What follows belongs to an exercise in optimizing a design on an open flow for small area, a short achievable clock period and few clock cycles per item; a production flow would make more cautious choices.
RTL that was checked went through simulation tests only; none was proved equivalent to the original.
Power figures rest on the tool's default switching activity, not on a simulated workload.

## v6
## cnn_top
module cnn_top (
	input  wire         clk,
	input  wire         reset_b,
	input  wire         run,
	output logic        busy,
	output logic [11:0] in_rd_addr,
	input  wire  [15:0] in_rd_data,
	output logic [11:0] weights_rd_addr,
	input  wire  [15:0] weights_rd_data,
	output logic [28:0] out_wr
);
	localparam int DRAIN_CYC = 5;
	logic        st_sz0, st_sz1, st_first, st_fetch, st_drain;
	logic [11:0] colptr;    
	logic [11:0] cn;        
	logic [5:0]  hw;        
	logic [1:0]  r;         
	logic        r3;        
	logic [5:0]  mcnt;      
	logic [5:0]  pcnt;      
	logic        mlast;     
	logic        plast;     
	logic        mfirst;    
	logic [2:0]  dcnt;
	logic [15:0] rdata_q;   
	logic        is_end;
	logic        step_end, img_end;
	logic [11:0] a_int, a_next;
	logic        trig_a, trig_b, trig_c;
	logic        last_a, last_b, last_c;
	assign is_end   = (rdata_q == 16'hFFFF);
	assign step_end = st_fetch && r3;
	assign img_end  = step_end && mlast && plast;
	always_ff @(posedge clk) begin
		if (!reset_b) begin
			busy     <= 1'b0;
			st_sz0   <= 1'b0;
			st_sz1   <= 1'b0;
			st_first <= 1'b0;
			st_fetch <= 1'b0;
			st_drain <= 1'b0;
			trig_a   <= 1'b0;
			in_rd_addr <= '0;
		end else begin
			trig_a   <= st_fetch && (r == 2'd1) && !mfirst;
			st_sz0   <= img_end;
			st_sz1   <= st_sz0 || run;
			st_first <= st_sz1;
			st_fetch <= (st_first && !is_end) || (st_fetch && !img_end);
			st_drain <= (st_first && is_end) || (st_drain && dcnt != 3'd0);
			if (run)
				busy <= 1'b1;
			else if (st_drain && dcnt == 3'd0)
				busy <= 1'b0;
			in_rd_addr <= a_next;
		end
	end
	always_comb begin
		if (st_sz0 || img_end)
			a_next = a_int + 12'd1;
		else if ((st_first && !is_end) || (st_fetch && !r3))
			a_next = a_int + {6'd0, hw};
		else if (step_end)
			a_next = cn;
		else if (st_sz1)
			a_next = a_int;
		else if (run)
			a_next = 12'd1;
		else
			a_next = '0;
	end
	always_ff @(posedge clk) begin
		a_int  <= a_next;
		last_a <= st_fetch && (r == 2'd1) && mlast && plast;
		dcnt   <= st_drain ? dcnt - 3'd1 : 3'(DRAIN_CYC);
		cn     <= colptr + 12'd1 + (mlast ? {6'd0, hw} : 12'd0);
		if (st_sz1) begin
			colptr <= a_int;
			hw     <= in_rd_data[6:1];
		end
		if (st_first) begin
			mcnt   <= hw - 6'd1;
			pcnt   <= hw - 6'd2;
			mlast  <= (hw == 6'd1);
			plast  <= (hw == 6'd2);
			mfirst <= 1'b1;
			r      <= 2'd1;
  ...
Size in the first run: roughly 2600 cells after synthesis, about 89 I/O pins, roughly 0.032 mm^2 of cells after synthesis.
clock: 10.0 ns
lec_check: 0
cap_margin: 20
core_margin: 2
core_utilization: 50
cts_cluster_diameter: 80
cts_cluster_size: 24
setup_slack_margin: 5
slew_margin: 70
synth_hierarchical: 1
run.sh (not shown) runs the stock make flow with config.mk's settings and CLKGATE_MAP_FILE= SYNTH_SCRIPT=/design/flow/synth_recipe.tcl, a recipe that flattens the netlist after the stock synthesis.
For v7, these inputs were changed with respect to v6:
--- a/flow/design.v
+++ b/flow/design.v
@@ -3237,19 +3237,19 @@
 	assign weights_rd_addr = {9'd0, wa};
 	always_ff @(posedge clk) begin
 		if (!reset_b) begin
 			wa   <= '0;
 			ldph <= '0;
 		end else begin
 			ldph  <= {ldph[3:0], run};
 			wa[0] <= run | ldph[1];
 			wa[1] <= ldph[0] | ldph[1];
-			wa[2] <= ldph[2] & ~ldph[3];
+			wa[2] <= ldph[2];
 		end
 	end
 	always_ff @(posedge clk) begin
 		for (int w = 0; w < 5; w++)
 			if (ldph[w])
 				kw[w] <= weights_rd_data;
 	end
 	logic [15:0] d1, d2, d3, d4, d5;
 	logic [7:0]  d6h, d7h;
--- outcome ---
v7 reached the end of the flow, and the finished layout is clean on the timing, design-rule and antenna checks.
Count of max-cap constraint violations came out exactly the same in v7 and v6.
The lower average cell area after synthesis of v7 and v6 is in v7.
On utilization, v7 tracks v6 almost exactly.
Summary of v7 over v6: post-synthesis to final-layout area growth shows no meaningful change; area of all placed cells without fillers stayed essentially flat; worst setup slack shrank by 0.19 ns.
In the tables for v7 and v6, data arrival time of the critical path reads higher with v6.
Total wirelength of the detailed-routed design, v7 vs v6: down by a few percent
Comparing v7 against v6, there is no change at all in number of buffers inserted by hold repair at cts.
No functional check of the RTL was part of any run of this note.

alpha:
cnn_top, a different RTL version from the one above (not shown whole).
Size in the first run: ~2700 cells after synthesis, ~580 flip-flops, roughly 89 I/O pins, roughly 0.032 sq mm of cells after synthesis.
==> flow/config.mk <==
export PLATFORM = sky130hd
export DESIGN_NAME = cnn_top
export DESIGN_NICKNAME = cnn_top
export VERILOG_FILES = /design/flow/design.v
export SDC_FILE = /design/flow/constraint.sdc
export NUM_CORES = 4
export LEC_CHECK = 0
export CAP_MARGIN = 20
export CORE_MARGIN = 2
export CORE_UTILIZATION = 50
export CTS_CLUSTER_DIAMETER = 80
export CTS_CLUSTER_SIZE = 24
export SLEW_MARGIN = 70
export SYNTH_HIERARCHICAL = 1
==> flow/constraint.sdc <==
create_clock -name core_clock -period 10.0 [get_ports {clk}]
set_input_delay 2.0000 -clock core_clock [delete_from_list [all_inputs] [get_ports {clk}]]
set_output_delay 2.0000 -clock core_clock [all_outputs]
set_load 0.01 [all_outputs]
standard.sh (not shown) runs the stock make flow with config.mk's settings and CLKGATE_MAP_FILE= SYNTH_SCRIPT=/design/flow/synth_recipe.tcl, a recipe that flattens the netlist after the stock synthesis.
==> flow/flow/run.sh <==
#!/bin/bash
set -euo pipefail
cd "$(dirname "$0")/.."
export SETUP_SLACK_MARGIN=6.8
export BUFFER_PORTS_ARGS="-buffer_cell sky130_fd_sc_hd__buf_2"
bash standard.sh > flow_make.log 2>&1
alpha completed end to end with timing, DRC and antenna clean.
Testbench counts of alpha, summed over its fixed seeds: cycles 144,886, items 32,549.
#### Input delta (beta over alpha)
--- a/flow/design.v
+++ b/flow/design.v
@@ -3165,22 +3165,22 @@
 		rb_q14 <= s1682;
 		ra_q15 <= c1683;
 		rb_q15 <= s1684;
 		ra_q16 <= c1685;
 		rb_q16 <= s1686;
 		ra_q17 <= c1687;
 		rb_q17 <= s1688;
 		ra_q18 <= q125;
 		rb_q18 <= c1689;
 	end
-	assign ra = {ra_q18, ra_q17, ra_q16, ra_q15, ra_q14, ra_q13, ra_q12, ra_q11, ra_q10, ra_q9, ra_q8, ra_q7, ra_q6, ra_q5, ra_q4, ra_q3, ra_q2, ra_q1, ra_q0};
-	assign rb = {rb_q18, rb_q17, rb_q16, rb_q15, rb_q14, rb_q13, rb_q12, rb_q11, rb_q10, rb_q9, rb_q8, rb_q7, rb_q6, rb_q5, rb_q4, rb_q3, rb_q2, rb_q1, 1'b1};
+	assign ra = {~ra_q18, ~ra_q17, ~ra_q16, ~ra_q15, ~ra_q14, ~ra_q13, ~ra_q12, ~ra_q11, ~ra_q10, ~ra_q9, ~ra_q8, ~ra_q7, ~ra_q6, ~ra_q5, ~ra_q4, ~ra_q3, ~ra_q2, ~ra_q1, ~ra_q0};
+	assign rb = {~rb_q18, ~rb_q17, ~rb_q16, ~rb_q15, ~rb_q14, ~rb_q13, ~rb_q12, ~rb_q11, ~rb_q10, ~rb_q9, ~rb_q8, ~rb_q7, ~rb_q6, ~rb_q5, ~rb_q4, ~rb_q3, ~rb_q2, ~rb_q1, 1'b0};
 endmodule
 module cnn_fa (
 	input  wire  a, b, c,
 	output logic s, co
 );
 	assign s  = a ^ b ^ c;
 	assign co = (a & b) | (a & c) | (b & c);
 endmodule
 module cnn_hai (
 	input  wire  a, b,
@@ -3398,21 +3398,21 @@
 			s_first <= {s_first[0], trig_c};
 			s_done  <= {s_done[0], ex[3]};
 		end
 		s_last <= {s_last[0], exl[3]};
 	end
 	logic [18:0] sum;
 	logic [6:0]  clipped, clip_q;
 	logic        c_first, c_done, c_last;
 	logic [6:0]  pool;
 	logic        res_valid, res_last;
-	assign sum = ~(ra + rb + 19'd1);
+	assign sum = ra + rb;
 	always_comb begin
 		if (sum[18])
 			clipped = 7'd0;
 		else if (|sum[17:7])
 			clipped = 7'd127;
 		else
 			clipped = sum[6:0];
 	end
 	always_ff @(posedge clk) begin
 		if (!reset_b) begin
Findings:
beta: all stages complete, timing, DRC and antenna checks passed
Non-clock buffer area fraction after layout: beta vs alpha — no meaningful difference
Depth of the critical timing path with buffers and inverters included: beta vs alpha up 2
alpha → beta: non-clock buffer count went up, total power did not really move, logic depth of the worst register-to-register path went up, power per cell area went down, delay of the slowest cell on the worst path went down.
In terms of cell area after layout, alpha and beta differ only marginally.
Lower setup slack among beta and alpha: beta
beta and alpha ended up with roughly the same die width.
Met1 wire length: beta vs alpha down 0.85%
Testbench counts of beta, summed over its fixed seeds: cycles 144,886, items 32,549.

RTL: one of the versions met above, not the one the previous note started from.
Size: roughly 550 flip-flops, about 89 I/O pins, about 31000 sq um of cells after synthesis.
clock: 10.0 ns
lec_check: 0
cap_margin: 20
core_margin: 2
core_utilization: 50
cts_cluster_diameter: 100
cts_cluster_size: 20
setup_slack_margin: 5
slew_margin: 70
synth_hierarchical: 1
run.sh (not shown) runs the stock make flow with config.mk's settings and CLKGATE_MAP_FILE= SYNTH_SCRIPT=/design/flow/synth_recipe.tcl, a recipe that flattens the netlist after the stock synthesis.
Stock flow here: none of the scripts above is used.
==> next run, changes <==
--- a/flow/design.v
+++ b/flow/design.v
@@ -3237,19 +3237,19 @@
 	assign weights_rd_addr = {9'd0, wa};
 	always_ff @(posedge clk) begin
 		if (!reset_b) begin
 			wa   <= '0;
 			ldph <= '0;
 		end else begin
 			ldph  <= {ldph[3:0], run};
 			wa[0] <= run | ldph[1];
 			wa[1] <= ldph[0] | ldph[1];
-			wa[2] <= ldph[2];
+			wa[2] <= ldph[2] & ~ldph[3];
 		end
 	end
 	always_ff @(posedge clk) begin
 		for (int w = 0; w < 5; w++)
 			if (ldph[w])
 				kw[w] <= weights_rd_data;
 	end
 	logic [15:0] d1, d2, d3, d4, d5;
 	logic [7:0]  d6h, d7h;
=> The new run ran to the end with no violations; design area is about the same; hold slack stays flat; die area hardly moves; routed wire length rose by 4.2%; global-route usage rose by 0.38 points; count of clock-buffer cells in the layout is unchanged; cell count falls by 0.51%.
Function was not checked in any run of this note: the RTL went through the layout flow alone.

-- port drivers added, routing unchanged --
Ports are ideal in the flow. The routed layouts listed here were re-timed in OpenROAD. Step 1, drivers: a clkbuf_16 drives clk and a buf_2 each remaining input, both assumed. Step 2 adds t to the input delays and takes it off the output delays; t is the mean of the earliest and latest rising clock arrival at the registers after step 1. Input paths then give back, and output paths get back, about the clock's delay inside the block. a / b / c = ideal / step 1 / step 2; a / b = the first two.
run	shift t [ns]	slack for setup (ns)	worst setup path at the end	worst data-port slew with drivers (ns)	cell pins on the clock port's net
v6	0.703	6.364 / 6.364 / 6.364	register to register	0.09	1
v7	0.692	6.170 / 6.109 / 6.419	register to register	0.08	1
alpha	0.650	6.874 / 6.811 / 6.832	input to register	0.08	1
beta	0.638	6.804 / 6.804 / 6.804	register to register	0.05	1
the first run of note 3	0.635	6.255 / 6.193 / 6.449	register to register	0.08	1
the second run of note 3	0.649	6.324 / 6.324 / 6.324	register to register	0.10	1
After both steps every run listed still meets setup and hold. The setup slack of alpha, which loses most, moves by -0.063 ns with the drivers and by -0.042 ns with both steps.
